Source: an optimization exercise on an open RTL-to-GDS flow (aim: small area, a short achievable clock period and few clock cycles). Production flows keep margins and buffers that such runs may drop.
Function was checked by simulation only, so behaviour that the tests miss may differ from the original.
No activity file was given, so power comes from the tool's default toggle rates.

--- config.mk ---
export PLATFORM = sky130hd
export DESIGN_NAME = qm_top
export DESIGN_NICKNAME = qm_top
export VERILOG_FILES = /design/flow/design.v
export SDC_FILE = /design/flow/constraint.sdc
export NUM_CORES = 8
export LEC_CHECK = 0
export ABC_AREA = 1
export CAP_MARGIN = 30
export CORE_MARGIN = 2
export CORE_UTILIZATION = 40
export SLEW_MARGIN = 20
--- constraint.sdc ---
create_clock -name core_clock -period 12.0 [get_ports {clk}]
set_input_delay 2.4000 -clock core_clock [delete_from_list [all_inputs] [get_ports {clk}]]
set_output_delay 2.4000 -clock core_clock [all_outputs]
set_load 0.01 [all_outputs]
--- design.v ---
`timescale 1ns/1ps
module qm_merge_engine (
    input  logic [31:0] f,        
    output logic [31:0] row_nz,   
    input  logic [31:0] row_oh,   
    output logic [31:0] row,      
    input  logic [4:0]  cmask,    
    input  logic [31:0] cval_oh,  
    output logic        ess       
);
    wire t1 = f[0] & f[1];
    wire t2 = f[2] & f[3];
    wire t3 = f[4] & f[5];
    wire t4 = f[6] & f[7];
    wire t5 = f[8] & f[9];
    wire t6 = f[10] & f[11];
    wire t7 = f[12] & f[13];
    wire t8 = f[14] & f[15];
    wire t9 = f[16] & f[17];
    wire t10 = f[18] & f[19];
    wire t11 = f[20] & f[21];
    wire t12 = f[22] & f[23];
    wire t13 = f[24] & f[25];
    wire t14 = f[26] & f[27];
    wire t15 = f[28] & f[29];
    wire t16 = f[30] & f[31];
    wire t17 = f[0] & f[2];
    wire t18 = f[1] & f[3];
    wire t19 = f[4] & f[6];
    wire t20 = f[5] & f[7];
    wire t21 = f[8] & f[10];
    wire t22 = f[9] & f[11];
    wire t23 = f[12] & f[14];
    wire t24 = f[13] & f[15];
    wire t25 = f[16] & f[18];
    wire t26 = f[17] & f[19];
    wire t27 = f[20] & f[22];
    wire t28 = f[21] & f[23];
    wire t29 = f[24] & f[26];
    wire t30 = f[25] & f[27];
    wire t31 = f[28] & f[30];
    wire t32 = f[29] & f[31];
    wire t33 = t17 & t18;
    wire t34 = t19 & t20;
    wire t35 = t21 & t22;
    wire t36 = t23 & t24;
    wire t37 = t25 & t26;
    wire t38 = t27 & t28;
    wire t39 = t29 & t30;
    wire t40 = t31 & t32;
    wire t41 = f[0] & f[4];
    wire t42 = f[1] & f[5];
    wire t43 = f[2] & f[6];
    wire t44 = f[3] & f[7];
    wire t45 = f[8] & f[12];
    wire t46 = f[9] & f[13];
    wire t47 = f[10] & f[14];
    wire t48 = f[11] & f[15];
    wire t49 = f[16] & f[20];
    wire t50 = f[17] & f[21];
    wire t51 = f[18] & f[22];
    wire t52 = f[19] & f[23];
    wire t53 = f[24] & f[28];
    wire t54 = f[25] & f[29];
    wire t55 = f[26] & f[30];
    wire t56 = f[27] & f[31];
    wire t57 = t41 & t42;
    wire t58 = t43 & t44;
    wire t59 = t45 & t46;
    wire t60 = t47 & t48;
    wire t61 = t49 & t50;
    wire t62 = t51 & t52;
    wire t63 = t53 & t54;
    wire t64 = t55 & t56;
    wire t65 = t41 & t43;
    wire t66 = t42 & t44;
    wire t67 = t45 & t47;
    wire t68 = t46 & t48;
    wire t69 = t49 & t51;
    wire t70 = t50 & t52;
    wire t71 = t53 & t55;
    wire t72 = t54 & t56;
    wire t73 = t65 & t66;
    wire t74 = t67 & t68;
    wire t75 = t69 & t70;
    wire t76 = t71 & t72;
    wire t77 = f[0] & f[8];
    wire t78 = f[1] & f[9];
    wire t79 = f[2] & f[10];
    wire t80 = f[3] & f[11];
    wire t81 = f[4] & f[12];
    wire t82 = f[5] & f[13];
    wire t83 = f[6] & f[14];
    wire t84 = f[7] & f[15];
    wire t85 = f[16] & f[24];
    wire t86 = f[17] & f[25];
    wire t87 = f[18] & f[26];
    wire t88 = f[19] & f[27];
    wire t89 = f[20] & f[28];
    wire t90 = f[21] & f[29];
    wire t91 = f[22] & f[30];
    wire t92 = f[23] & f[31];
    wire t93 = t77 & t78;
    wire t94 = t79 & t80;
    wire t95 = t81 & t82;
    wire t96 = t83 & t84;
    wire t97 = t85 & t86;
    wire t98 = t87 & t88;
    wire t99 = t89 & t90;
    wire t100 = t91 & t92;
    wire t101 = t77 & t79;
    wire t102 = t78 & t80;
    wire t103 = t81 & t83;
    wire t104 = t82 & t84;
    wire t105 = t85 & t87;
    wire t106 = t86 & t88;
    wire t107 = t89 & t91;
    wire t108 = t90 & t92;
    wire t109 = t101 & t102;
    wire t110 = t103 & t104;
    wire t111 = t105 & t106;
    wire t112 = t107 & t108;
    wire t113 = t77 & t81;
    wire t114 = t78 & t82;
    wire t115 = t79 & t83;
    wire t116 = t80 & t84;
    wire t117 = t85 & t89;
    wire t118 = t86 & t90;
    wire t119 = t87 & t91;
    wire t120 = t88 & t92;
    wire t121 = t113 & t114;
    wire t122 = t115 & t116;
    wire t123 = t117 & t118;
    wire t124 = t119 & t120;
    wire t125 = t113 & t115;
    wire t126 = t114 & t116;
    wire t127 = t117 & t119;
    wire t128 = t118 & t120;
    wire t129 = t125 & t126;
    wire t130 = t127 & t128;
    wire t131 = f[0] & f[16];
    wire t132 = f[1] & f[17];
    wire t133 = f[2] & f[18];
    wire t134 = f[3] & f[19];
    wire t135 = f[4] & f[20];
    wire t136 = f[5] & f[21];
    wire t137 = f[6] & f[22];
    wire t138 = f[7] & f[23];
    wire t139 = f[8] & f[24];
    wire t140 = f[9] & f[25];
    wire t141 = f[10] & f[26];
    wire t142 = f[11] & f[27];
    wire t143 = f[12] & f[28];
    wire t144 = f[13] & f[29];
    wire t145 = f[14] & f[30];
    wire t146 = f[15] & f[31];
    wire t147 = t131 & t132;
    wire t148 = t133 & t134;
    wire t149 = t135 & t136;
    wire t150 = t137 & t138;
    wire t151 = t139 & t140;
    wire t152 = t141 & t142;
    wire t153 = t143 & t144;
    wire t154 = t145 & t146;
    wire t155 = t131 & t133;
    wire t156 = t132 & t134;
    wire t157 = t135 & t137;
    wire t158 = t136 & t138;
    wire t159 = t139 & t141;
    wire t160 = t140 & t142;
    wire t161 = t143 & t145;
    wire t162 = t144 & t146;
    wire t163 = t155 & t156;
    wire t164 = t157 & t158;
    wire t165 = t159 & t160;
    wire t166 = t161 & t162;
    wire t167 = t131 & t135;
    wire t168 = t132 & t136;
    wire t169 = t133 & t137;
    wire t170 = t134 & t138;
    wire t171 = t139 & t143;
    wire t172 = t140 & t144;
    wire t173 = t141 & t145;
    wire t174 = t142 & t146;
    wire t175 = t167 & t168;
    wire t176 = t169 & t170;
    wire t177 = t171 & t172;
    wire t178 = t173 & t174;
    wire t179 = t167 & t169;
    wire t180 = t168 & t170;
    wire t181 = t171 & t173;
    wire t182 = t172 & t174;
    wire t183 = t179 & t180;
    wire t184 = t181 & t182;
    wire t185 = t131 & t139;
    wire t186 = t132 & t140;
    wire t187 = t133 & t141;
    wire t188 = t134 & t142;
    wire t189 = t135 & t143;
    wire t190 = t136 & t144;
    wire t191 = t137 & t145;
    wire t192 = t138 & t146;
    wire t193 = t185 & t186;
    wire t194 = t187 & t188;
    wire t195 = t189 & t190;
    wire t196 = t191 & t192;
    wire t197 = t185 & t187;
    wire t198 = t186 & t188;
    wire t199 = t189 & t191;
    wire t200 = t190 & t192;
    wire t201 = t197 & t198;
    wire t202 = t199 & t200;
    wire t203 = t185 & t189;
    wire t204 = t186 & t190;
    wire t205 = t187 & t191;
    wire t206 = t188 & t192;
    wire t207 = t203 & t204;
    wire t208 = t205 & t206;
    wire t209 = t203 & t205;
    wire t210 = t204 & t206;
    wire t211 = t209 & t210;
    wire t212 = f[0] & ~(f[1] | f[2] | f[4] | f[8] | f[16]);
    wire t213 = f[1] & ~(f[0] | f[3] | f[5] | f[9] | f[17]);
    wire t214 = f[2] & ~(f[3] | f[0] | f[6] | f[10] | f[18]);
    wire t215 = f[3] & ~(f[2] | f[1] | f[7] | f[11] | f[19]);
    wire t216 = f[4] & ~(f[5] | f[6] | f[0] | f[12] | f[20]);
    wire t217 = f[5] & ~(f[4] | f[7] | f[1] | f[13] | f[21]);
    wire t218 = f[6] & ~(f[7] | f[4] | f[2] | f[14] | f[22]);
    wire t219 = f[7] & ~(f[6] | f[5] | f[3] | f[15] | f[23]);
    wire t220 = f[8] & ~(f[9] | f[10] | f[12] | f[0] | f[24]);
    wire t221 = f[9] & ~(f[8] | f[11] | f[13] | f[1] | f[25]);
    wire t222 = f[10] & ~(f[11] | f[8] | f[14] | f[2] | f[26]);
    wire t223 = f[11] & ~(f[10] | f[9] | f[15] | f[3] | f[27]);
    wire t224 = f[12] & ~(f[13] | f[14] | f[8] | f[4] | f[28]);
    wire t225 = f[13] & ~(f[12] | f[15] | f[9] | f[5] | f[29]);
    wire t226 = f[14] & ~(f[15] | f[12] | f[10] | f[6] | f[30]);
    wire t227 = f[15] & ~(f[14] | f[13] | f[11] | f[7] | f[31]);
    wire t228 = f[16] & ~(f[17] | f[18] | f[20] | f[24] | f[0]);
    wire t229 = f[17] & ~(f[16] | f[19] | f[21] | f[25] | f[1]);
    wire t230 = f[18] & ~(f[19] | f[16] | f[22] | f[26] | f[2]);
    wire t231 = f[19] & ~(f[18] | f[17] | f[23] | f[27] | f[3]);
    wire t232 = f[20] & ~(f[21] | f[22] | f[16] | f[28] | f[4]);
    wire t233 = f[21] & ~(f[20] | f[23] | f[17] | f[29] | f[5]);
    wire t234 = f[22] & ~(f[23] | f[20] | f[18] | f[30] | f[6]);
    wire t235 = f[23] & ~(f[22] | f[21] | f[19] | f[31] | f[7]);
    wire t236 = f[24] & ~(f[25] | f[26] | f[28] | f[16] | f[8]);
    wire t237 = f[25] & ~(f[24] | f[27] | f[29] | f[17] | f[9]);
    wire t238 = f[26] & ~(f[27] | f[24] | f[30] | f[18] | f[10]);
    wire t239 = f[27] & ~(f[26] | f[25] | f[31] | f[19] | f[11]);
    wire t240 = f[28] & ~(f[29] | f[30] | f[24] | f[20] | f[12]);
    wire t241 = f[29] & ~(f[28] | f[31] | f[25] | f[21] | f[13]);
    wire t242 = f[30] & ~(f[31] | f[28] | f[26] | f[22] | f[14]);
    wire t243 = f[31] & ~(f[30] | f[29] | f[27] | f[23] | f[15]);
    wire t244 = t1 & ~(t2 | t3 | t5 | t9);
    wire t245 = t2 & ~(t1 | t4 | t6 | t10);
    wire t246 = t3 & ~(t4 | t1 | t7 | t11);
    wire t247 = t4 & ~(t3 | t2 | t8 | t12);
    wire t248 = t5 & ~(t6 | t7 | t1 | t13);
    wire t249 = t6 & ~(t5 | t8 | t2 | t14);
    wire t250 = t7 & ~(t8 | t5 | t3 | t15);
    wire t251 = t8 & ~(t7 | t6 | t4 | t16);
    wire t252 = t9 & ~(t10 | t11 | t13 | t1);
    wire t253 = t10 & ~(t9 | t12 | t14 | t2);
    wire t254 = t11 & ~(t12 | t9 | t15 | t3);
    wire t255 = t12 & ~(t11 | t10 | t16 | t4);
    wire t256 = t13 & ~(t14 | t15 | t9 | t5);
    wire t257 = t14 & ~(t13 | t16 | t10 | t6);
    wire t258 = t15 & ~(t16 | t13 | t11 | t7);
    wire t259 = t16 & ~(t15 | t14 | t12 | t8);
    wire t260 = t17 & ~(t18 | t19 | t21 | t25);
    wire t261 = t18 & ~(t17 | t20 | t22 | t26);
    wire t262 = t19 & ~(t20 | t17 | t23 | t27);
    wire t263 = t20 & ~(t19 | t18 | t24 | t28);
    wire t264 = t21 & ~(t22 | t23 | t17 | t29);
    wire t265 = t22 & ~(t21 | t24 | t18 | t30);
    wire t266 = t23 & ~(t24 | t21 | t19 | t31);
    wire t267 = t24 & ~(t23 | t22 | t20 | t32);
    wire t268 = t25 & ~(t26 | t27 | t29 | t17);
    wire t269 = t26 & ~(t25 | t28 | t30 | t18);
    wire t270 = t27 & ~(t28 | t25 | t31 | t19);
    wire t271 = t28 & ~(t27 | t26 | t32 | t20);
    wire t272 = t29 & ~(t30 | t31 | t25 | t21);
    wire t273 = t30 & ~(t29 | t32 | t26 | t22);
    wire t274 = t31 & ~(t32 | t29 | t27 | t23);
    wire t275 = t32 & ~(t31 | t30 | t28 | t24);
    wire t276 = t33 & ~(t34 | t35 | t37);
    wire t277 = t34 & ~(t33 | t36 | t38);
    wire t278 = t35 & ~(t36 | t33 | t39);
    wire t279 = t36 & ~(t35 | t34 | t40);
    wire t280 = t37 & ~(t38 | t39 | t33);
    wire t281 = t38 & ~(t37 | t40 | t34);
    wire t282 = t39 & ~(t40 | t37 | t35);
    wire t283 = t40 & ~(t39 | t38 | t36);
    wire t284 = t41 & ~(t42 | t43 | t45 | t49);
    wire t285 = t42 & ~(t41 | t44 | t46 | t50);
    wire t286 = t43 & ~(t44 | t41 | t47 | t51);
    wire t287 = t44 & ~(t43 | t42 | t48 | t52);
    wire t288 = t45 & ~(t46 | t47 | t41 | t53);
    wire t289 = t46 & ~(t45 | t48 | t42 | t54);
    wire t290 = t47 & ~(t48 | t45 | t43 | t55);
    wire t291 = t48 & ~(t47 | t46 | t44 | t56);
    wire t292 = t49 & ~(t50 | t51 | t53 | t41);
    wire t293 = t50 & ~(t49 | t52 | t54 | t42);
    wire t294 = t51 & ~(t52 | t49 | t55 | t43);
    wire t295 = t52 & ~(t51 | t50 | t56 | t44);
    wire t296 = t53 & ~(t54 | t55 | t49 | t45);
    wire t297 = t54 & ~(t53 | t56 | t50 | t46);
    wire t298 = t55 & ~(t56 | t53 | t51 | t47);
    wire t299 = t56 & ~(t55 | t54 | t52 | t48);
    wire t300 = t57 & ~(t58 | t59 | t61);
    wire t301 = t58 & ~(t57 | t60 | t62);
    wire t302 = t59 & ~(t60 | t57 | t63);
    wire t303 = t60 & ~(t59 | t58 | t64);
    wire t304 = t61 & ~(t62 | t63 | t57);
    wire t305 = t62 & ~(t61 | t64 | t58);
    wire t306 = t63 & ~(t64 | t61 | t59);
    wire t307 = t64 & ~(t63 | t62 | t60);
    wire t308 = t65 & ~(t66 | t67 | t69);
    wire t309 = t66 & ~(t65 | t68 | t70);
    wire t310 = t67 & ~(t68 | t65 | t71);
    wire t311 = t68 & ~(t67 | t66 | t72);
    wire t312 = t69 & ~(t70 | t71 | t65);
    wire t313 = t70 & ~(t69 | t72 | t66);
    wire t314 = t71 & ~(t72 | t69 | t67);
    wire t315 = t72 & ~(t71 | t70 | t68);
    wire t316 = t73 & ~(t74 | t75);
    wire t317 = t74 & ~(t73 | t76);
    wire t318 = t75 & ~(t76 | t73);
    wire t319 = t76 & ~(t75 | t74);
    wire t320 = t77 & ~(t78 | t79 | t81 | t85);
    wire t321 = t78 & ~(t77 | t80 | t82 | t86);
    wire t322 = t79 & ~(t80 | t77 | t83 | t87);
    wire t323 = t80 & ~(t79 | t78 | t84 | t88);
    wire t324 = t81 & ~(t82 | t83 | t77 | t89);
    wire t325 = t82 & ~(t81 | t84 | t78 | t90);
    wire t326 = t83 & ~(t84 | t81 | t79 | t91);
    wire t327 = t84 & ~(t83 | t82 | t80 | t92);
    wire t328 = t85 & ~(t86 | t87 | t89 | t77);
    wire t329 = t86 & ~(t85 | t88 | t90 | t78);
    wire t330 = t87 & ~(t88 | t85 | t91 | t79);
    wire t331 = t88 & ~(t87 | t86 | t92 | t80);
    wire t332 = t89 & ~(t90 | t91 | t85 | t81);
    wire t333 = t90 & ~(t89 | t92 | t86 | t82);
    wire t334 = t91 & ~(t92 | t89 | t87 | t83);
    wire t335 = t92 & ~(t91 | t90 | t88 | t84);
    wire t336 = t93 & ~(t94 | t95 | t97);
    wire t337 = t94 & ~(t93 | t96 | t98);
    wire t338 = t95 & ~(t96 | t93 | t99);
    wire t339 = t96 & ~(t95 | t94 | t100);
    wire t340 = t97 & ~(t98 | t99 | t93);
    wire t341 = t98 & ~(t97 | t100 | t94);
    wire t342 = t99 & ~(t100 | t97 | t95);
    wire t343 = t100 & ~(t99 | t98 | t96);
    wire t344 = t101 & ~(t102 | t103 | t105);
    wire t345 = t102 & ~(t101 | t104 | t106);
    wire t346 = t103 & ~(t104 | t101 | t107);
    wire t347 = t104 & ~(t103 | t102 | t108);
    wire t348 = t105 & ~(t106 | t107 | t101);
    wire t349 = t106 & ~(t105 | t108 | t102);
    wire t350 = t107 & ~(t108 | t105 | t103);
    wire t351 = t108 & ~(t107 | t106 | t104);
    wire t352 = t109 & ~(t110 | t111);
    wire t353 = t110 & ~(t109 | t112);
    wire t354 = t111 & ~(t112 | t109);
    wire t355 = t112 & ~(t111 | t110);
    wire t356 = t113 & ~(t114 | t115 | t117);
    wire t357 = t114 & ~(t113 | t116 | t118);
    wire t358 = t115 & ~(t116 | t113 | t119);
    wire t359 = t116 & ~(t115 | t114 | t120);
    wire t360 = t117 & ~(t118 | t119 | t113);
    wire t361 = t118 & ~(t117 | t120 | t114);
    wire t362 = t119 & ~(t120 | t117 | t115);
    wire t363 = t120 & ~(t119 | t118 | t116);
    wire t364 = t121 & ~(t122 | t123);
    wire t365 = t122 & ~(t121 | t124);
    wire t366 = t123 & ~(t124 | t121);
    wire t367 = t124 & ~(t123 | t122);
    wire t368 = t125 & ~(t126 | t127);
    wire t369 = t126 & ~(t125 | t128);
    wire t370 = t127 & ~(t128 | t125);
    wire t371 = t128 & ~(t127 | t126);
    wire t372 = t129 & ~(t130);
    wire t373 = t130 & ~(t129);
    wire t374 = t131 & ~(t132 | t133 | t135 | t139);
    wire t375 = t132 & ~(t131 | t134 | t136 | t140);
    wire t376 = t133 & ~(t134 | t131 | t137 | t141);
    wire t377 = t134 & ~(t133 | t132 | t138 | t142);
    wire t378 = t135 & ~(t136 | t137 | t131 | t143);
    wire t379 = t136 & ~(t135 | t138 | t132 | t144);
    wire t380 = t137 & ~(t138 | t135 | t133 | t145);
    wire t381 = t138 & ~(t137 | t136 | t134 | t146);
    wire t382 = t139 & ~(t140 | t141 | t143 | t131);
    wire t383 = t140 & ~(t139 | t142 | t144 | t132);
    wire t384 = t141 & ~(t142 | t139 | t145 | t133);
    wire t385 = t142 & ~(t141 | t140 | t146 | t134);
    wire t386 = t143 & ~(t144 | t145 | t139 | t135);
    wire t387 = t144 & ~(t143 | t146 | t140 | t136);
    wire t388 = t145 & ~(t146 | t143 | t141 | t137);
    wire t389 = t146 & ~(t145 | t144 | t142 | t138);
    wire t390 = t147 & ~(t148 | t149 | t151);
    wire t391 = t148 & ~(t147 | t150 | t152);
    wire t392 = t149 & ~(t150 | t147 | t153);
    wire t393 = t150 & ~(t149 | t148 | t154);
    wire t394 = t151 & ~(t152 | t153 | t147);
    wire t395 = t152 & ~(t151 | t154 | t148);
    wire t396 = t153 & ~(t154 | t151 | t149);
    wire t397 = t154 & ~(t153 | t152 | t150);
    wire t398 = t155 & ~(t156 | t157 | t159);
    wire t399 = t156 & ~(t155 | t158 | t160);
    wire t400 = t157 & ~(t158 | t155 | t161);
    wire t401 = t158 & ~(t157 | t156 | t162);
    wire t402 = t159 & ~(t160 | t161 | t155);
    wire t403 = t160 & ~(t159 | t162 | t156);
    wire t404 = t161 & ~(t162 | t159 | t157);
    wire t405 = t162 & ~(t161 | t160 | t158);
    wire t406 = t163 & ~(t164 | t165);
    wire t407 = t164 & ~(t163 | t166);
    wire t408 = t165 & ~(t166 | t163);
    wire t409 = t166 & ~(t165 | t164);
    wire t410 = t167 & ~(t168 | t169 | t171);
    wire t411 = t168 & ~(t167 | t170 | t172);
    wire t412 = t169 & ~(t170 | t167 | t173);
    wire t413 = t170 & ~(t169 | t168 | t174);
    wire t414 = t171 & ~(t172 | t173 | t167);
    wire t415 = t172 & ~(t171 | t174 | t168);
    wire t416 = t173 & ~(t174 | t171 | t169);
    wire t417 = t174 & ~(t173 | t172 | t170);
    wire t418 = t175 & ~(t176 | t177);
    wire t419 = t176 & ~(t175 | t178);
    wire t420 = t177 & ~(t178 | t175);
    wire t421 = t178 & ~(t177 | t176);
    wire t422 = t179 & ~(t180 | t181);
    wire t423 = t180 & ~(t179 | t182);
    wire t424 = t181 & ~(t182 | t179);
    wire t425 = t182 & ~(t181 | t180);
    wire t426 = t183 & ~(t184);
    wire t427 = t184 & ~(t183);
    wire t428 = t185 & ~(t186 | t187 | t189);
    wire t429 = t186 & ~(t185 | t188 | t190);
    wire t430 = t187 & ~(t188 | t185 | t191);
    wire t431 = t188 & ~(t187 | t186 | t192);
    wire t432 = t189 & ~(t190 | t191 | t185);
    wire t433 = t190 & ~(t189 | t192 | t186);
    wire t434 = t191 & ~(t192 | t189 | t187);
    wire t435 = t192 & ~(t191 | t190 | t188);
    wire t436 = t193 & ~(t194 | t195);
    wire t437 = t194 & ~(t193 | t196);
    wire t438 = t195 & ~(t196 | t193);
    wire t439 = t196 & ~(t195 | t194);
    wire t440 = t197 & ~(t198 | t199);
    wire t441 = t198 & ~(t197 | t200);
    wire t442 = t199 & ~(t200 | t197);
    wire t443 = t200 & ~(t199 | t198);
    wire t444 = t201 & ~(t202);
    wire t445 = t202 & ~(t201);
    wire t446 = t203 & ~(t204 | t205);
    wire t447 = t204 & ~(t203 | t206);
    wire t448 = t205 & ~(t206 | t203);
    wire t449 = t206 & ~(t205 | t204);
    wire t450 = t207 & ~(t208);
    wire t451 = t208 & ~(t207);
    wire t452 = t209 & ~(t210);
    wire t453 = t210 & ~(t209);
    assign row_nz[0] = t212 | t213 | t214 | t215 | t216 | t217 | t218 | t219 | t220 | t221 | t222 | t223 | t224 | t225 | t226 | t227 | t228 | t229 | t230 | t231 | t232 | t233 | t234 | t235 | t236 | t237 | t238 | t239 | t240 | t241 | t242 | t243;
    assign row_nz[1] = t244 | t245 | t246 | t247 | t248 | t249 | t250 | t251 | t252 | t253 | t254 | t255 | t256 | t257 | t258 | t259;
    assign row_nz[2] = t260 | t261 | t262 | t263 | t264 | t265 | t266 | t267 | t268 | t269 | t270 | t271 | t272 | t273 | t274 | t275;
    assign row_nz[3] = t276 | t277 | t278 | t279 | t280 | t281 | t282 | t283;
    assign row_nz[4] = t284 | t285 | t286 | t287 | t288 | t289 | t290 | t291 | t292 | t293 | t294 | t295 | t296 | t297 | t298 | t299;
    assign row_nz[5] = t300 | t301 | t302 | t303 | t304 | t305 | t306 | t307;
    assign row_nz[6] = t308 | t309 | t310 | t311 | t312 | t313 | t314 | t315;
    assign row_nz[7] = t316 | t317 | t318 | t319;
    assign row_nz[8] = t320 | t321 | t322 | t323 | t324 | t325 | t326 | t327 | t328 | t329 | t330 | t331 | t332 | t333 | t334 | t335;
    assign row_nz[9] = t336 | t337 | t338 | t339 | t340 | t341 | t342 | t343;
    assign row_nz[10] = t344 | t345 | t346 | t347 | t348 | t349 | t350 | t351;
    assign row_nz[11] = t352 | t353 | t354 | t355;
    assign row_nz[12] = t356 | t357 | t358 | t359 | t360 | t361 | t362 | t363;
    assign row_nz[13] = t364 | t365 | t366 | t367;
    assign row_nz[14] = t368 | t369 | t370 | t371;
    assign row_nz[15] = t372 | t373;
    assign row_nz[16] = t374 | t375 | t376 | t377 | t378 | t379 | t380 | t381 | t382 | t383 | t384 | t385 | t386 | t387 | t388 | t389;
    assign row_nz[17] = t390 | t391 | t392 | t393 | t394 | t395 | t396 | t397;
    assign row_nz[18] = t398 | t399 | t400 | t401 | t402 | t403 | t404 | t405;
    assign row_nz[19] = t406 | t407 | t408 | t409;
    assign row_nz[20] = t410 | t411 | t412 | t413 | t414 | t415 | t416 | t417;
    assign row_nz[21] = t418 | t419 | t420 | t421;
    assign row_nz[22] = t422 | t423 | t424 | t425;
    assign row_nz[23] = t426 | t427;
    assign row_nz[24] = t428 | t429 | t430 | t431 | t432 | t433 | t434 | t435;
    assign row_nz[25] = t436 | t437 | t438 | t439;
    assign row_nz[26] = t440 | t441 | t442 | t443;
    assign row_nz[27] = t444 | t445;
    assign row_nz[28] = t446 | t447 | t448 | t449;
    assign row_nz[29] = t450 | t451;
    assign row_nz[30] = t452 | t453;
    assign row_nz[31] = t211;
    assign row[0] = (row_oh[0] & t212) | (row_oh[1] & t244) | (row_oh[2] & t260) | (row_oh[3] & t276) | (row_oh[4] & t284) | (row_oh[5] & t300) | (row_oh[6] & t308) | (row_oh[7] & t316) | (row_oh[8] & t320) | (row_oh[9] & t336) | (row_oh[10] & t344) | (row_oh[11] & t352) | (row_oh[12] & t356) | (row_oh[13] & t364) | (row_oh[14] & t368) | (row_oh[15] & t372) | (row_oh[16] & t374) | (row_oh[17] & t390) | (row_oh[18] & t398) | (row_oh[19] & t406) | (row_oh[20] & t410) | (row_oh[21] & t418) | (row_oh[22] & t422) | (row_oh[23] & t426) | (row_oh[24] & t428) | (row_oh[25] & t436) | (row_oh[26] & t440) | (row_oh[27] & t444) | (row_oh[28] & t446) | (row_oh[29] & t450) | (row_oh[30] & t452) | (row_oh[31] & t211);
    assign row[1] = (row_oh[0] & t213) | (row_oh[2] & t261) | (row_oh[4] & t285) | (row_oh[6] & t309) | (row_oh[8] & t321) | (row_oh[10] & t345) | (row_oh[12] & t357) | (row_oh[14] & t369) | (row_oh[16] & t375) | (row_oh[18] & t399) | (row_oh[20] & t411) | (row_oh[22] & t423) | (row_oh[24] & t429) | (row_oh[26] & t441) | (row_oh[28] & t447) | (row_oh[30] & t453);
    assign row[2] = (row_oh[0] & t214) | (row_oh[1] & t245) | (row_oh[4] & t286) | (row_oh[5] & t301) | (row_oh[8] & t322) | (row_oh[9] & t337) | (row_oh[12] & t358) | (row_oh[13] & t365) | (row_oh[16] & t376) | (row_oh[17] & t391) | (row_oh[20] & t412) | (row_oh[21] & t419) | (row_oh[24] & t430) | (row_oh[25] & t437) | (row_oh[28] & t448) | (row_oh[29] & t451);
    assign row[3] = (row_oh[0] & t215) | (row_oh[4] & t287) | (row_oh[8] & t323) | (row_oh[12] & t359) | (row_oh[16] & t377) | (row_oh[20] & t413) | (row_oh[24] & t431) | (row_oh[28] & t449);
    assign row[4] = (row_oh[0] & t216) | (row_oh[1] & t246) | (row_oh[2] & t262) | (row_oh[3] & t277) | (row_oh[8] & t324) | (row_oh[9] & t338) | (row_oh[10] & t346) | (row_oh[11] & t353) | (row_oh[16] & t378) | (row_oh[17] & t392) | (row_oh[18] & t400) | (row_oh[19] & t407) | (row_oh[24] & t432) | (row_oh[25] & t438) | (row_oh[26] & t442) | (row_oh[27] & t445);
    assign row[5] = (row_oh[0] & t217) | (row_oh[2] & t263) | (row_oh[8] & t325) | (row_oh[10] & t347) | (row_oh[16] & t379) | (row_oh[18] & t401) | (row_oh[24] & t433) | (row_oh[26] & t443);
    assign row[6] = (row_oh[0] & t218) | (row_oh[1] & t247) | (row_oh[8] & t326) | (row_oh[9] & t339) | (row_oh[16] & t380) | (row_oh[17] & t393) | (row_oh[24] & t434) | (row_oh[25] & t439);
    assign row[7] = (row_oh[0] & t219) | (row_oh[8] & t327) | (row_oh[16] & t381) | (row_oh[24] & t435);
    assign row[8] = (row_oh[0] & t220) | (row_oh[1] & t248) | (row_oh[2] & t264) | (row_oh[3] & t278) | (row_oh[4] & t288) | (row_oh[5] & t302) | (row_oh[6] & t310) | (row_oh[7] & t317) | (row_oh[16] & t382) | (row_oh[17] & t394) | (row_oh[18] & t402) | (row_oh[19] & t408) | (row_oh[20] & t414) | (row_oh[21] & t420) | (row_oh[22] & t424) | (row_oh[23] & t427);
    assign row[9] = (row_oh[0] & t221) | (row_oh[2] & t265) | (row_oh[4] & t289) | (row_oh[6] & t311) | (row_oh[16] & t383) | (row_oh[18] & t403) | (row_oh[20] & t415) | (row_oh[22] & t425);
    assign row[10] = (row_oh[0] & t222) | (row_oh[1] & t249) | (row_oh[4] & t290) | (row_oh[5] & t303) | (row_oh[16] & t384) | (row_oh[17] & t395) | (row_oh[20] & t416) | (row_oh[21] & t421);
    assign row[11] = (row_oh[0] & t223) | (row_oh[4] & t291) | (row_oh[16] & t385) | (row_oh[20] & t417);
    assign row[12] = (row_oh[0] & t224) | (row_oh[1] & t250) | (row_oh[2] & t266) | (row_oh[3] & t279) | (row_oh[16] & t386) | (row_oh[17] & t396) | (row_oh[18] & t404) | (row_oh[19] & t409);
    assign row[13] = (row_oh[0] & t225) | (row_oh[2] & t267) | (row_oh[16] & t387) | (row_oh[18] & t405);
    assign row[14] = (row_oh[0] & t226) | (row_oh[1] & t251) | (row_oh[16] & t388) | (row_oh[17] & t397);
    assign row[15] = (row_oh[0] & t227) | (row_oh[16] & t389);
    assign row[16] = (row_oh[0] & t228) | (row_oh[1] & t252) | (row_oh[2] & t268) | (row_oh[3] & t280) | (row_oh[4] & t292) | (row_oh[5] & t304) | (row_oh[6] & t312) | (row_oh[7] & t318) | (row_oh[8] & t328) | (row_oh[9] & t340) | (row_oh[10] & t348) | (row_oh[11] & t354) | (row_oh[12] & t360) | (row_oh[13] & t366) | (row_oh[14] & t370) | (row_oh[15] & t373);
    assign row[17] = (row_oh[0] & t229) | (row_oh[2] & t269) | (row_oh[4] & t293) | (row_oh[6] & t313) | (row_oh[8] & t329) | (row_oh[10] & t349) | (row_oh[12] & t361) | (row_oh[14] & t371);
    assign row[18] = (row_oh[0] & t230) | (row_oh[1] & t253) | (row_oh[4] & t294) | (row_oh[5] & t305) | (row_oh[8] & t330) | (row_oh[9] & t341) | (row_oh[12] & t362) | (row_oh[13] & t367);
    assign row[19] = (row_oh[0] & t231) | (row_oh[4] & t295) | (row_oh[8] & t331) | (row_oh[12] & t363);
    assign row[20] = (row_oh[0] & t232) | (row_oh[1] & t254) | (row_oh[2] & t270) | (row_oh[3] & t281) | (row_oh[8] & t332) | (row_oh[9] & t342) | (row_oh[10] & t350) | (row_oh[11] & t355);
    assign row[21] = (row_oh[0] & t233) | (row_oh[2] & t271) | (row_oh[8] & t333) | (row_oh[10] & t351);
    assign row[22] = (row_oh[0] & t234) | (row_oh[1] & t255) | (row_oh[8] & t334) | (row_oh[9] & t343);
    assign row[23] = (row_oh[0] & t235) | (row_oh[8] & t335);
    assign row[24] = (row_oh[0] & t236) | (row_oh[1] & t256) | (row_oh[2] & t272) | (row_oh[3] & t282) | (row_oh[4] & t296) | (row_oh[5] & t306) | (row_oh[6] & t314) | (row_oh[7] & t319);
    assign row[25] = (row_oh[0] & t237) | (row_oh[2] & t273) | (row_oh[4] & t297) | (row_oh[6] & t315);
    assign row[26] = (row_oh[0] & t238) | (row_oh[1] & t257) | (row_oh[4] & t298) | (row_oh[5] & t307);
    assign row[27] = (row_oh[0] & t239) | (row_oh[4] & t299);
    assign row[28] = (row_oh[0] & t240) | (row_oh[1] & t258) | (row_oh[2] & t274) | (row_oh[3] & t283);
    assign row[29] = (row_oh[0] & t241) | (row_oh[2] & t275);
    assign row[30] = (row_oh[0] & t242) | (row_oh[1] & t259);
    assign row[31] = (row_oh[0] & t243);
    wire z0 = (cmask[0] | ~f[1]) & (cmask[1] | ~f[2]) & (cmask[2] | ~f[4]) & (cmask[3] | ~f[8]) & (cmask[4] | ~f[16]);
    wire z1 = (cmask[0] | ~f[0]) & (cmask[1] | ~f[3]) & (cmask[2] | ~f[5]) & (cmask[3] | ~f[9]) & (cmask[4] | ~f[17]);
    wire z2 = (cmask[0] | ~f[3]) & (cmask[1] | ~f[0]) & (cmask[2] | ~f[6]) & (cmask[3] | ~f[10]) & (cmask[4] | ~f[18]);
    wire z3 = (cmask[0] | ~f[2]) & (cmask[1] | ~f[1]) & (cmask[2] | ~f[7]) & (cmask[3] | ~f[11]) & (cmask[4] | ~f[19]);
    wire z4 = (cmask[0] | ~f[5]) & (cmask[1] | ~f[6]) & (cmask[2] | ~f[0]) & (cmask[3] | ~f[12]) & (cmask[4] | ~f[20]);
    wire z5 = (cmask[0] | ~f[4]) & (cmask[1] | ~f[7]) & (cmask[2] | ~f[1]) & (cmask[3] | ~f[13]) & (cmask[4] | ~f[21]);
    wire z6 = (cmask[0] | ~f[7]) & (cmask[1] | ~f[4]) & (cmask[2] | ~f[2]) & (cmask[3] | ~f[14]) & (cmask[4] | ~f[22]);
    wire z7 = (cmask[0] | ~f[6]) & (cmask[1] | ~f[5]) & (cmask[2] | ~f[3]) & (cmask[3] | ~f[15]) & (cmask[4] | ~f[23]);
    wire z8 = (cmask[0] | ~f[9]) & (cmask[1] | ~f[10]) & (cmask[2] | ~f[12]) & (cmask[3] | ~f[0]) & (cmask[4] | ~f[24]);
    wire z9 = (cmask[0] | ~f[8]) & (cmask[1] | ~f[11]) & (cmask[2] | ~f[13]) & (cmask[3] | ~f[1]) & (cmask[4] | ~f[25]);
    wire z10 = (cmask[0] | ~f[11]) & (cmask[1] | ~f[8]) & (cmask[2] | ~f[14]) & (cmask[3] | ~f[2]) & (cmask[4] | ~f[26]);
    wire z11 = (cmask[0] | ~f[10]) & (cmask[1] | ~f[9]) & (cmask[2] | ~f[15]) & (cmask[3] | ~f[3]) & (cmask[4] | ~f[27]);
    wire z12 = (cmask[0] | ~f[13]) & (cmask[1] | ~f[14]) & (cmask[2] | ~f[8]) & (cmask[3] | ~f[4]) & (cmask[4] | ~f[28]);
    wire z13 = (cmask[0] | ~f[12]) & (cmask[1] | ~f[15]) & (cmask[2] | ~f[9]) & (cmask[3] | ~f[5]) & (cmask[4] | ~f[29]);
    wire z14 = (cmask[0] | ~f[15]) & (cmask[1] | ~f[12]) & (cmask[2] | ~f[10]) & (cmask[3] | ~f[6]) & (cmask[4] | ~f[30]);
    wire z15 = (cmask[0] | ~f[14]) & (cmask[1] | ~f[13]) & (cmask[2] | ~f[11]) & (cmask[3] | ~f[7]) & (cmask[4] | ~f[31]);
    wire z16 = (cmask[0] | ~f[17]) & (cmask[1] | ~f[18]) & (cmask[2] | ~f[20]) & (cmask[3] | ~f[24]) & (cmask[4] | ~f[0]);
    wire z17 = (cmask[0] | ~f[16]) & (cmask[1] | ~f[19]) & (cmask[2] | ~f[21]) & (cmask[3] | ~f[25]) & (cmask[4] | ~f[1]);
    wire z18 = (cmask[0] | ~f[19]) & (cmask[1] | ~f[16]) & (cmask[2] | ~f[22]) & (cmask[3] | ~f[26]) & (cmask[4] | ~f[2]);
    wire z19 = (cmask[0] | ~f[18]) & (cmask[1] | ~f[17]) & (cmask[2] | ~f[23]) & (cmask[3] | ~f[27]) & (cmask[4] | ~f[3]);
    wire z20 = (cmask[0] | ~f[21]) & (cmask[1] | ~f[22]) & (cmask[2] | ~f[16]) & (cmask[3] | ~f[28]) & (cmask[4] | ~f[4]);
    wire z21 = (cmask[0] | ~f[20]) & (cmask[1] | ~f[23]) & (cmask[2] | ~f[17]) & (cmask[3] | ~f[29]) & (cmask[4] | ~f[5]);
    wire z22 = (cmask[0] | ~f[23]) & (cmask[1] | ~f[20]) & (cmask[2] | ~f[18]) & (cmask[3] | ~f[30]) & (cmask[4] | ~f[6]);
    wire z23 = (cmask[0] | ~f[22]) & (cmask[1] | ~f[21]) & (cmask[2] | ~f[19]) & (cmask[3] | ~f[31]) & (cmask[4] | ~f[7]);
    wire z24 = (cmask[0] | ~f[25]) & (cmask[1] | ~f[26]) & (cmask[2] | ~f[28]) & (cmask[3] | ~f[16]) & (cmask[4] | ~f[8]);
    wire z25 = (cmask[0] | ~f[24]) & (cmask[1] | ~f[27]) & (cmask[2] | ~f[29]) & (cmask[3] | ~f[17]) & (cmask[4] | ~f[9]);
    wire z26 = (cmask[0] | ~f[27]) & (cmask[1] | ~f[24]) & (cmask[2] | ~f[30]) & (cmask[3] | ~f[18]) & (cmask[4] | ~f[10]);
    wire z27 = (cmask[0] | ~f[26]) & (cmask[1] | ~f[25]) & (cmask[2] | ~f[31]) & (cmask[3] | ~f[19]) & (cmask[4] | ~f[11]);
    wire z28 = (cmask[0] | ~f[29]) & (cmask[1] | ~f[30]) & (cmask[2] | ~f[24]) & (cmask[3] | ~f[20]) & (cmask[4] | ~f[12]);
    wire z29 = (cmask[0] | ~f[28]) & (cmask[1] | ~f[31]) & (cmask[2] | ~f[25]) & (cmask[3] | ~f[21]) & (cmask[4] | ~f[13]);
    wire z30 = (cmask[0] | ~f[31]) & (cmask[1] | ~f[28]) & (cmask[2] | ~f[26]) & (cmask[3] | ~f[22]) & (cmask[4] | ~f[14]);
    wire z31 = (cmask[0] | ~f[30]) & (cmask[1] | ~f[29]) & (cmask[2] | ~f[27]) & (cmask[3] | ~f[23]) & (cmask[4] | ~f[15]);
    wire t454 = z0 | (cmask[0] & z1);
    wire t455 = z2 | (cmask[0] & z3);
    wire t456 = z4 | (cmask[0] & z5);
    wire t457 = z6 | (cmask[0] & z7);
    wire t458 = z8 | (cmask[0] & z9);
    wire t459 = z10 | (cmask[0] & z11);
    wire t460 = z12 | (cmask[0] & z13);
    wire t461 = z14 | (cmask[0] & z15);
    wire t462 = z16 | (cmask[0] & z17);
    wire t463 = z18 | (cmask[0] & z19);
    wire t464 = z20 | (cmask[0] & z21);
    wire t465 = z22 | (cmask[0] & z23);
    wire t466 = z24 | (cmask[0] & z25);
    wire t467 = z26 | (cmask[0] & z27);
    wire t468 = z28 | (cmask[0] & z29);
    wire t469 = z30 | (cmask[0] & z31);
    wire t470 = t454 | (cmask[1] & t455);
    wire t471 = z1 | (cmask[1] & z3);
    wire t472 = t456 | (cmask[1] & t457);
    wire t473 = z5 | (cmask[1] & z7);
    wire t474 = t458 | (cmask[1] & t459);
    wire t475 = z9 | (cmask[1] & z11);
    wire t476 = t460 | (cmask[1] & t461);
    wire t477 = z13 | (cmask[1] & z15);
    wire t478 = t462 | (cmask[1] & t463);
    wire t479 = z17 | (cmask[1] & z19);
    wire t480 = t464 | (cmask[1] & t465);
    wire t481 = z21 | (cmask[1] & z23);
    wire t482 = t466 | (cmask[1] & t467);
    wire t483 = z25 | (cmask[1] & z27);
    wire t484 = t468 | (cmask[1] & t469);
    wire t485 = z29 | (cmask[1] & z31);
    wire t486 = t470 | (cmask[2] & t472);
    wire t487 = t471 | (cmask[2] & t473);
    wire t488 = t455 | (cmask[2] & t457);
    wire t489 = z3 | (cmask[2] & z7);
    wire t490 = t474 | (cmask[2] & t476);
    wire t491 = t475 | (cmask[2] & t477);
    wire t492 = t459 | (cmask[2] & t461);
    wire t493 = z11 | (cmask[2] & z15);
    wire t494 = t478 | (cmask[2] & t480);
    wire t495 = t479 | (cmask[2] & t481);
    wire t496 = t463 | (cmask[2] & t465);
    wire t497 = z19 | (cmask[2] & z23);
    wire t498 = t482 | (cmask[2] & t484);
    wire t499 = t483 | (cmask[2] & t485);
    wire t500 = t467 | (cmask[2] & t469);
    wire t501 = z27 | (cmask[2] & z31);
    wire t502 = t486 | (cmask[3] & t490);
    wire t503 = t487 | (cmask[3] & t491);
    wire t504 = t488 | (cmask[3] & t492);
    wire t505 = t489 | (cmask[3] & t493);
    wire t506 = t472 | (cmask[3] & t476);
    wire t507 = t473 | (cmask[3] & t477);
    wire t508 = t457 | (cmask[3] & t461);
    wire t509 = z7 | (cmask[3] & z15);
    wire t510 = t494 | (cmask[3] & t498);
    wire t511 = t495 | (cmask[3] & t499);
    wire t512 = t496 | (cmask[3] & t500);
    wire t513 = t497 | (cmask[3] & t501);
    wire t514 = t480 | (cmask[3] & t484);
    wire t515 = t481 | (cmask[3] & t485);
    wire t516 = t465 | (cmask[3] & t469);
    wire t517 = z23 | (cmask[3] & z31);
    wire t518 = t502 | (cmask[4] & t510);
    wire t519 = t503 | (cmask[4] & t511);
    wire t520 = t504 | (cmask[4] & t512);
    wire t521 = t505 | (cmask[4] & t513);
    wire t522 = t506 | (cmask[4] & t514);
    wire t523 = t507 | (cmask[4] & t515);
    wire t524 = t508 | (cmask[4] & t516);
    wire t525 = t509 | (cmask[4] & t517);
    wire t526 = t490 | (cmask[4] & t498);
    wire t527 = t491 | (cmask[4] & t499);
    wire t528 = t492 | (cmask[4] & t500);
    wire t529 = t493 | (cmask[4] & t501);
    wire t530 = t476 | (cmask[4] & t484);
    wire t531 = t477 | (cmask[4] & t485);
    wire t532 = t461 | (cmask[4] & t469);
    wire t533 = z15 | (cmask[4] & z31);
    assign ess = (cval_oh[0] & t518) | (cval_oh[1] & t519) | (cval_oh[2] & t520) | (cval_oh[3] & t521) | (cval_oh[4] & t522) | (cval_oh[5] & t523) | (cval_oh[6] & t524) | (cval_oh[7] & t525) | (cval_oh[8] & t526) | (cval_oh[9] & t527) | (cval_oh[10] & t528) | (cval_oh[11] & t529) | (cval_oh[12] & t530) | (cval_oh[13] & t531) | (cval_oh[14] & t532) | (cval_oh[15] & t533) | (cval_oh[16] & t510) | (cval_oh[17] & t511) | (cval_oh[18] & t512) | (cval_oh[19] & t513) | (cval_oh[20] & t514) | (cval_oh[21] & t515) | (cval_oh[22] & t516) | (cval_oh[23] & t517) | (cval_oh[24] & t498) | (cval_oh[25] & t499) | (cval_oh[26] & t500) | (cval_oh[27] & t501) | (cval_oh[28] & t484) | (cval_oh[29] & t485) | (cval_oh[30] & t469) | (cval_oh[31] & z31);
endmodule
`timescale 1ns/1ps
module qm_top (
    input  logic        clk,
    input  logic        rst_n,
    input  logic        psel,
    input  logic        penable,
    input  logic        pwrite,
    input  logic [11:0] paddr,
    input  logic [31:0] pwdata,
    output logic [31:0] prdata,
    output logic        pready,
    output logic        pslverr
);
    function automatic logic [31:0] lowest(input logic [31:0] x);
        logic [31:0] p;
        p = x;
        for (int s = 0; s < 5; s++) begin
            for (int i = 0; i < 32; i++) begin
                if ((i >> s) & 1) p[i] = p[i] | p[((i >> s) << s) - 1];
            end
        end
        lowest = x & ~{p[30:0], 1'b0};
    endfunction
    function automatic logic [4:0] enc(input logic [31:0] oh);
        enc = '0;
        for (int i = 0; i < 32; i++) begin
            if (oh[i]) enc = enc | 5'(i);
        end
    endfunction
    logic setup, access;
    logic a_onset, a_ctrl, a_status, a_result, mapped;
    logic [4:0] k;
    assign setup    = psel & ~penable;
    assign access   = psel & penable;
    assign a_onset  = (paddr == 12'h000);
    assign a_ctrl   = (paddr == 12'h004);
    assign a_status = (paddr == 12'h008);
    assign a_result = (paddr[11:7] == 5'b00010) && (paddr[1:0] == 2'b00);
    assign mapped   = a_onset | a_ctrl | a_status | a_result;
    assign k        = paddr[6:2];
    logic [31:0] onset, spec, run_onset;
    logic        busy, busy_q, pend, done;
    logic        chg;
    logic [1:0]  stab;
    logic        prep_ok;
    assign spec = (psel && pwrite && a_onset) ? pwdata : onset;
    assign chg  = ~busy & ((setup & pwrite & a_onset) | busy_q);
    always_ff @(posedge clk) begin
        if (!rst_n) begin
            onset <= '0;
        end else if (access && pwrite && a_onset) begin
            onset <= pwdata;
        end
        if (!busy) begin
            run_onset <= spec;
        end
    end
    logic [31:0] row_nz_c;            
    logic [31:0] rowbits;             
    logic [4:0]  mcur;                
    logic [31:0] rr;                  
    logic [31:0] src_oh, row_c;
    logic [31:0] v_oh, rest;
    logic [4:0]  v;
    logic        ess;
    logic        prepping, go_q;
    logic        start_now, step, first, ins, last, any;
    logic [5:0]  prime_cnt, ess_cnt, pc_inc, ec_inc;
    logic [3:0]  age_lo;              
    logic [7:0]  age_hi;              
    qm_merge_engine i_engine (
        .f      (run_onset),
        .row_nz (row_nz_c),
        .row_oh (src_oh),
        .row    (row_c),
        .cmask  (mcur),
        .cval_oh(v_oh),
        .ess    (ess)
    );
    assign prepping = (~busy | pend) & ~prep_ok;
    assign src_oh = lowest(rr);
    assign v_oh = lowest(rowbits);
    assign v    = enc(v_oh);
    assign rest = rowbits & ~v_oh;
    assign any  = |rowbits;
    assign last = (rest == '0) && (rr == '0);
    always_ff @(posedge clk) begin
        go_q <= rst_n & setup & pwrite & a_ctrl & pwdata[0];
    end
    assign start_now = go_q & ~busy;
    assign step      = (start_now & prep_ok) | (busy & ~pend) | (pend & prep_ok);
    assign first     = step & ~(busy & ~pend);
    assign ins       = step & any;
    assign pc_inc = prime_cnt + 6'd1;
    assign ec_inc = ess_cnt + 6'd1;
    always_ff @(posedge clk) begin
        if (step) begin
            if (rest == '0) begin
                rowbits <= row_c;
                mcur    <= enc(src_oh);
                rr      <= rr & ~src_oh;
            end else begin
                rowbits <= rest;
            end
        end else if (prepping) begin
            if (stab == 2'd0) begin
                rr      <= row_nz_c;
            end else begin
                rowbits <= row_c;
                mcur    <= enc(src_oh);
                rr      <= rr & ~src_oh;
            end
        end
        if (first & ins) begin
            age_lo <= 4'b0001;
            age_hi <= 8'b0000_0001;
        end else begin
            age_lo <= {age_lo[2:0], age_lo[3]};
            if (age_lo[3]) age_hi <= {age_hi[6:0], age_hi[7]};
        end
    end
    always_ff @(posedge clk) begin
        if (!rst_n) begin
            busy      <= 1'b0;
            busy_q    <= 1'b0;
            pend      <= 1'b0;
            done      <= 1'b0;
            stab      <= 2'd0;
            prime_cnt <= '0;
            ess_cnt   <= '0;
        end else begin
            busy_q <= busy;
            if ((!busy || pend) && !chg && !step) begin
                stab <= (stab == 2'd2) ? 2'd2 : stab + 2'd1;
            end else begin
                stab <= 2'd0;
            end
            if (start_now) begin
                busy <= 1'b1;
                done <= 1'b0;
                pend <= ~prep_ok;
            end
            if (step) begin
                prime_cnt <= first ? {5'd0, ins} : pc_inc;
                if (first)           ess_cnt <= {5'd0, ins & ess};
                else if (ins && ess) ess_cnt <= ec_inc;
                pend      <= 1'b0;
                if (!any || last) begin
                    busy <= 1'b0;
                    done <= 1'b1;
                end else begin
                    busy <= 1'b1;
                    done <= 1'b0;
                end
            end
        end
    end
    assign prep_ok = (stab == 2'd2);
    logic [10:0] ring [32];
    always_ff @(posedge clk) begin
        ring[0] <= ins ? {ess, mcur, v} : ring[31];
        for (int j = 1; j < 32; j++) begin
            ring[j] <= ring[j-1];
        end
    end
    logic        rd_onset, rd_status, err_q;
    logic [10:0] rd_q;
    logic [10:0] rword;
    logic [3:0]  k_lo_oh, lo_oh;
    logic [7:0]  k_hi_oh, hi0_oh, hi_oh;
    logic        lo_borrow;
    logic [10:0] grp [8];
    always_comb begin
        for (int i = 0; i < 4; i++) k_lo_oh[i] = (k[1:0] == 2'(i));
        for (int i = 0; i < 8; i++) k_hi_oh[i] = (k[4:2] == 3'(i));
        lo_borrow = 1'b0;
        for (int a = 0; a < 4; a++) lo_borrow = lo_borrow | (age_lo[a] & (k[1:0] > 2'(a)));
        for (int l = 0; l < 4; l++) begin
            lo_oh[l] = 1'b0;
            for (int a = 0; a < 4; a++) lo_oh[l] = lo_oh[l] | (age_lo[a] & k_lo_oh[(a - l + 4) % 4]);
        end
        for (int h = 0; h < 8; h++) begin
            hi0_oh[h] = 1'b0;
            for (int a = 0; a < 8; a++) hi0_oh[h] = hi0_oh[h] | (age_hi[a] & k_hi_oh[(a - h + 8) % 8]);
        end
        for (int h = 0; h < 8; h++) hi_oh[h] = lo_borrow ? hi0_oh[(h + 1) % 8] : hi0_oh[h];
        for (int h = 0; h < 8; h++) begin
            grp[h] = '0;
            for (int l = 0; l < 4; l++) grp[h] = grp[h] | (lo_oh[l] ? ring[4*h + l] : 11'd0);
        end
        rword = '0;
        for (int h = 0; h < 8; h++) rword = rword | (hi_oh[h] ? grp[h] : 11'd0);
    end
    always_ff @(posedge clk) begin
        rd_q      <= (~pwrite & a_result & ({1'b0, k} < prime_cnt)) ? rword : 11'd0;
        rd_onset  <= ~pwrite & a_onset;
        rd_status <= ~pwrite & a_status;
        err_q     <= ~mapped | (pwrite & (a_status | a_result));
    end
    always_comb begin
        prdata = {15'd0, rd_q[10], 3'd0, rd_q[9:5], 3'd0, rd_q[4:0]};
        if (rd_onset)  prdata = prdata | onset;
        if (rd_status) prdata = prdata | {10'd0, ess_cnt, 2'd0, prime_cnt, 6'd0, done, busy};
    end
    assign pready  = 1'b1;
    assign pslverr = err_q;
endmodule
--- flow/run.sh ---
#!/bin/bash
# Standard ORFS flow, with timing repair aiming past the clock target and
# plain buffers on the ports.
set -euo pipefail
bash standard.sh SETUP_SLACK_MARGIN=8 'BUFFER_PORTS_ARGS=-buffer_cell sky130_fd_sc_hd__buf_2' finish > standard.log 2>&1
--- standard.sh ---
#!/bin/bash
# synth_recipe.tcl (not shown) runs the flow's synth.tcl, then flattens the netlist and writes it again
# the make line also repeats each setting of config.mk as NAME=value (left out here)
make -C /OpenROAD-flow-scripts/flow DESIGN_CONFIG=/design/flow/config.mk WORK_HOME=/design/flow/orfs CLKGATE_MAP_FILE= SYNTH_SCRIPT=/design/flow/synth_recipe.tcl "${@:-finish}"
==> impl_metrics.toml, run 1 <==
[setup_path]
startpoint = "rd_onset$_DFF_P_"
rr_worst_depth = 13
r2r_setup_slack_ns = 8.03
path_cells = "buf_4 > a21oi_1 > o21ai_1 > buf_2"
cp-end-kind = "output pin"
crit_type = "flop to output pin"
slowest_stage = "dfxtp_4"
r2r-end = "rowbits[16]$_DFFE_PP_"
max_stage_delay_ns = 0.35
cp_max_fo = 7
cp.required_ns = 9.60
critPathLaunchType = "flop"
r2r_start = "run_onset[20]$_DFFE_PN_"
cp.arrival_ns = 1.58

[floorplan]
initial_core_util_pct = 40.2
rows = 94
die_h_um = 261
dieArea_um2 = 67900
die_w_um = 261
core_um2 = 65500
ioPinCount = 83

[timing]
tns_ns = 0
drv_slew = 0
setup_violations = 0
hold_viol_final = 0
slew_headroom_pct = 34.2
fmax_ghz = 0.252
fin_skew_ns = 0.0284
period_minus_slack_ns = 3.98
min_period_over_period_pct = 33.1
rsz0062_at_grt = "yes"
worst_pin_slew_ns = 0.988

[yosys]
ys_seq_elements = 530
yosys_warnings = 3
seq_area_frac_synth_pct = 44.1
ys.flop_type = "dfxtp_1"
netlist_instances = 3667
synth_edf_count = 101
synth_cell_types = 69
synth_nets = 3735
avgSynthCellArea_um2 = 7.18
syn_area_um2 = 26300
synthArstFlopShare_pct = 0

[layout]
final_cell_mix = "930 x nand2_1, 431 x inv_1, 426 x dfxtp_1"
layout_commonest_cell = "nand2_1"
fillers = 6650
final_nets = 3787
post-route-util_pct = 45.8
drive_gt1_share_pct = 8.55
syn_to_final_growth_pct = 13.8

[global_routing]
grt_first_pass_wirelength_um = 150000
antenna_found_initial = 7
grt_use_total_pct = 28.6
grt_pass1_vias = 24900
grt_overflow_total = 0
grt_start_max_net_pins = 82

[cts]
cts_max_level = 2
clock_sinks = 530
cts_root_buf = "clkbuf_16"
clkTransAtPathRegs_ns = 0.06
cts_tree = "yes"
cts_buffer_depth = 3
clk_latency_ns = 0.64
cts_inserted_buffers = 55
hold_buffers = 0

[drt]
wl_per_cell_um = 21.7
wl_um = 101000
drcViolationCount = 0
vias = 26700
viasPerCell = 5.76
ant_nets = 0
drt_pass1_iterations = 8
drt-initial-drc-count = 3397

[power]
ir_drop_v = 0.000135
power.density_nw_per_um2 = 152
p_leak_nw = 12.5
finalPower_mw = 4.54

[worst_hold_path]
hp-start = "ring[3][3]$_DFF_P_"
hold_end = "ring[4][3]$_DFF_P_"
min_path_type = "flop to flop"
hold_depth = 0

[placed_design]
gp_congestion = 1.09
dp_hpwl_um = 70800
place.port_buffers = 81

[status]
outcome = "timing/DRC/antenna clean"

[job]
cap_viol_max_count = 0
## synth_stat cells, types with 4 or more instances
cell type	count	share of area, %
nand2_1	936	13
inv_1	439	6.3
dfxtp_1	429	33
nor2_1	390	5.6
o21ai_0	185	3.5
nor3_1	164	3.1
nand3_1	150	2.9
a21oi_1	127	2.4
clkbuf_1	102	1.5
edfxtp_1	101	12
nand4_1	99	2.4
a22oi_1	79	2.3
nor4_1	63	1.5
o22ai_1	55	1.3
a31oi_1	49	1.2
a22o_1	25	0.83
o21ai_1	24	0.46
buf_2	20	0.38
ha_1	19	0.90
buf_1	15	0.21
a211oi_1	14	0.40
a221oi_1	14	0.47
o2111ai_1	12	0.40
o211ai_1	12	0.34
a41oi_1	11	0.37
inv_2	11	0.16
or3_1	11	0.26
a31o_2	10	0.33
clkinv_1	8	0.11
o21bai_1	6	0.17
o31ai_1	6	0.17
a41o_1	4	0.15
buf_4	4	0.11
nand2_2	4	0.095
nand3_2	4	0.15
nor2_2	4	0.095
nor3_2	4	0.15
or4_1	4	0.11
## critical path, delay by kind of cell (launching register included)
family                 cells  cell delay (ns)
DFF                        1             0.35
AOI/OAI and AO/OA          2             0.28
buffers and inverters      2             0.31
## how the worst max path moves through the flow
stage                     depth (start not counted)                     end  slack (ns)
after floorplan                                   9  run_onset[0]$_DFFE_PN_        7.98
after global placement                           11  onset[28]$_SDFFE_PN0P_        6.66
after detailed placement                         11   onset[6]$_SDFFE_PN0P_        6.59
after CTS                                        14     rd_q[10]$_SDFF_PN0_        8.00
after global routing                             11      rd_q[4]$_SDFF_PN0_        7.97
final                                             4              prdata[12]        8.02
## logic make-up after synthesis
group	synth area share [%]
and+or+nand+nor	30.5
AOI/OAI and AO/OA	15.5
buffers and inverters	8.82
DFF	44.1
adders and majority gates	0.903
xor gates and xnor gates	0.166
other	0.0142
## report_power, final
group	switching (mW)	internal [mW]	leakage, nW
sequential	0.0733	1.91	4.60
combinational	0.619	0.234	7.00
clock	0.746	0.958	0.882
## cell type report
| type | instances | area [um^2] | area share (%) |
|---|---|---|---|
| clock buffer | 88 | 1620 | 5.41 |
| sequential | 530 | 11600 | 38.8 |
| inverter | 458 | 1740 | 5.81 |
| timing repair buffer | 136 | 1030 | 3.44 |
| clock inverter | 15 | 198 | 0.660 |
| antenna | 2 | 5.00 | 0.0167 |
| tap | 864 | 1080 | 3.61 |
| multi-input combinational | 2537 | 12700 | 42.2 |
| timing repair inverter | 1 | 5.00 | 0.0167 |
## sequential cells by signal (all words and copies together), names as in the netlist, 4 cells and up
register,flops
rowbits,32
age_lo,4
ess_cnt,6
rd_q,11
age_hi,8
mcur,5
prime_cnt,6
ring,352
onset,32
run_onset,32
rr,32
## repair_timing
item,CTS,global route
gates resized for setup,43,34
cloned,2,4
endpoints found under the setup margin,89,91
pin swaps,5,7
setup buffers,9,13
endpoints found under the hold margin,0,0
## metrics by stage
stage                     hold slack, ns  worst slack, ns  cells  cell area (um^2)
after floorplan                    0.331             7.98   3667             26500
after global placement             0.333             6.66   4493             27500
after detailed placement           0.335             6.59   4498             27600
after CTS                          0.331             8.00   4612             29600
after global routing               0.337             7.97   4629             30000
final                              0.340             8.02   4631             30000
## routing by layer
metal | global-route usage [%] | up-vias | part of all wire [%]
met5 | 0 | - | 0.034
met4 | 14.4 | 6 | 5.7
met3 | 6.37 | 344 | 9.0
met2 | 45.8 | 1331 | 45
met1 | 36.1 | 12500 | 40
li1 | - | 12500 | -
Testbench counts, summed over its fixed seeds: cycles 7,828.
==> run 2, diff against run 1 <==
==> flow/run.sh (replaced) <==
#!/bin/bash
# Standard ORFS flow, with timing repair aiming past the clock target and
# plain buffers on the ports.
set -euo pipefail
export CTS_ARGS='-sink_clustering_enable -repair_clock_nets -dont_use_dummy_load'
bash standard.sh SETUP_SLACK_MARGIN=8 'BUFFER_PORTS_ARGS=-buffer_cell sky130_fd_sc_hd__buf_2' finish > standard.log 2>&1
==> run 2 against run 1 <==
  * Global-route usage decreased by 0.11 points
  * Sequential share of layout area increased by 0.55 points
  * Synthesized area unchanged
  * Total power decreased by 5.6%
  * Synthesized cell count unchanged
  * Sequential power about the same
  * Core utilization decreased by 0.64 points
  * Combinational power about the same
  * Design area decreased by 1.4%
  * Critical endpoint is now rowbits[16]$_DFFE_PP_
  * Die area unchanged
  * Still clean
==> impl_metrics.toml, run 2 <==
[status]
outcome = "timing/DRC/antenna clean"

[timing]
worst_pin_slew_ns = 0.985
rsz0062_at_grt = "yes"
period_minus_slack_ns = 3.98
whs_ns = 0.303
setup_violations = 0
drv_slew = 0
fmax_ghz = 0.252
hold_viol_final = 0
tns_ns = 0
min_period_over_period_pct = 33.1
slew_headroom_pct = 34.4
fin_skew_ns = 0.0703

[drt]
wl_per_cell_um = 21.9
ant_nets = 0
vias = 26600
viasPerCell = 5.79
wl_um = 100000
wl_met3_um = 9470
wl_met1_um = 40300
wl_met2_um = 44800
highest_layer = "met5"
drcViolationCount = 0
drt_pass1_iterations = 12
drt-initial-drc-count = 3264

[yosys]
ys.flop_type = "dfxtp_1"
synth_edf_count = 101
synthArstFlopShare_pct = 0
synthTopCellsByArea = "dfxtp_1 33%, nand2_1 13%, edfxtp_1 12%"
synth_nets = 3735
yosys_warnings = 3
synthTopCellsByCount = "936 x nand2_1, 439 x inv_1, 429 x dfxtp_1, 390 x nor2_1, 185 x o21ai_0"
synth.most_common_cell = "nand2_1"
seq_area_frac_synth_pct = 44.1
netlist_instances = 3667
ys_seq_elements = 530
yosysTopAreaCell = "dfxtp_1"
synth_cell_types = 69
syn_area_um2 = 26300
avgSynthCellArea_um2 = 7.18
synth_top_cell_area_share_pct = 32.6

[cts]
cts_max_level = 2
cts_root_buf = "clkbuf_16"
clkTransAtPathRegs_ns = 0.06
clock_sinks = 530
clk_latency_ns = 0.64
cts_inserted_buffers = 55
cts_tree = "yes"
hold_buffers = 0
cts_buffer_depth = 3

[layout]
syn_to_final_growth_pct = 12.2
largest_register = "ring"
largest_reg_flops = 352
drive_gt1_share_pct = 8.03
fillers = 6657
final_nets = 3794
layout_commonest_cell = "nand2_1"
final_cell_mix = "930 x nand2_1, 431 x inv_1, 426 x dfxtp_1"

[power]
p_leak_nw = 12.3
power.density_nw_per_um2 = 145
ir_drop_v = 0.000127

[worst_hold_path]
min_path_type = "flop to flop"

[setup_path]
critPathLaunchType = "flop"
crit_type = "flop to flop"
cp_max_fo = 12
cp.required_ns = 12.33
cp.arrival_ns = 4.31
cp-end-kind = "flop"

[global_routing]
grt_first_pass_wirelength_um = 149000
grt_start_max_net_pins = 82
grt_use_total_pct = 28.5
grt_pass1_vias = 24800
antenna_found_initial = 6
grt_overflow_total = 0

[floorplan]
dieArea_um2 = 67900
core_um2 = 65500
initial_core_util_pct = 40.2
ioPinCount = 83
die_w_um = 261
die_h_um = 261
rows = 94

[job]
cap_viol_max_count = 0

[placed_design]
place.port_buffers = 81
dp_hpwl_um = 70800
gp_congestion = 1.09
run 2: path summary, 6_finish.rpt:
path	from	to	slack (ns)	cells past startpoint
max	run_onset[20]$_DFFE_PN_	rowbits[16]$_DFFE_PP_	8.02	13
max reg2reg	run_onset[20]$_DFFE_PN_	rowbits[16]$_DFFE_PP_	8.02	13
min reg2reg	ring[3][3]$_DFF_P_	ring[4][3]$_DFF_P_	0.30	0
min	ring[3][3]$_DFF_P_	ring[4][3]$_DFF_P_	0.30	0
run 2: critical path, stage by stage (launching register included):
cell,delay [ns]
edfxtp_1,0.95
nand2_1,0.43
nor2_1,0.41
nor2_1,0.12
nand3_1,0.11
o22ai_1,0.09
a31oi_1,0.31
o21ai_0,0.15
nor3_1,0.28
nand3_1,0.16
a31oi_1,0.25
nand4_1,0.25
nand2_1,0.14
o21ai_1,0.07
run 2: what timing repair did:
action,in CTS,in global routing
endpoints found under the hold margin,0,0
cloned,2,4
pin swaps,5,6
setup endpoints to repair,89,111
buffers inserted,8,21
gates resized for setup,31,42
run 2: where the power goes:
group	internal, mW	switching (mW)	leakage, nW
clock	0.796	0.647	0.678
combinational	0.239	0.617	7.02
sequential	1.91	0.0738	4.60
run 2: layer usage:
metal,global-route usage [%],vias to the layer above
li1,-,12500
met1,36.1,12400
met2,45.6,1326
met3,6.30,361
met4,14.3,6
met5,0,-
run 2: logic make-up after synthesis:
group,Yosys count,synth area share (%)
and+or+nand+nor,1855,30.5
AOI/OAI and AO/OA,655,15.5
buffers and inverters,602,8.82
DFF,530,44.1
adders and majority gates,19,0.903
xor gates and xnor gates,5,0.166
other,1,0.0142
run 2: through the flow:
stage               total power [mW]  setup WS, ns  util (%)  cell area [um^2]  std cells
global placement                2.79          6.66      42.0             27500       4493
detailed placement              2.79          6.59      42.1             27600       4498
floorplan                       2.51          7.98         -             26500       3667
CTS                             4.26          7.92      44.5             29200       4563
global route                    4.46          7.97      45.1             29600       4588
finish                          4.29          8.02      45.1             29600       4589
run 2: area by class of cell:
type                       count  area (um^2)  share of cell area (%)
antenna                        1         2.50                 0.00847
clock buffer                  55         1380                    4.66
inverter                     458         1750                    5.91
multi-input combinational   2537        12600                    42.8
sequential                   530        11600                    39.3
tap                          864         1080                    3.66
timing repair buffer         143         1080                    3.65
timing repair inverter         1         5.00                  0.0169

re-timing with driven ports:
In the flow no input, the clock included, has a driving cell. The finished layouts below were timed again as built, in two steps.
Step 1: set_driving_cell puts a clkbuf_16 on clk and a buf_2 on each other input, an assumption about the parent block.
Step 2, shift: input delay + t, output delay - t, t = (earliest + latest rising clock arrival at the registers) / 2. This alone moves slack from input paths to output paths.
Three values: ideal ports, drivers, drivers and shift; two values: the first two.
run	shift t [ns]	setup WS [ns]	worst hold slack (ns)	pins driven straight from the clock port
run 1	0.692	8.024 / 7.961 / 7.431	0.340 / 0.340 / 0.340	1
run 2	0.670	8.025 / 7.982 / 7.471	0.303 / 0.303 / 0.303	1
After both steps every run listed still meets setup and hold. For run 1, which loses most, drivers alone change the setup slack by -0.063 ns; drivers and shift together by -0.593 ns.
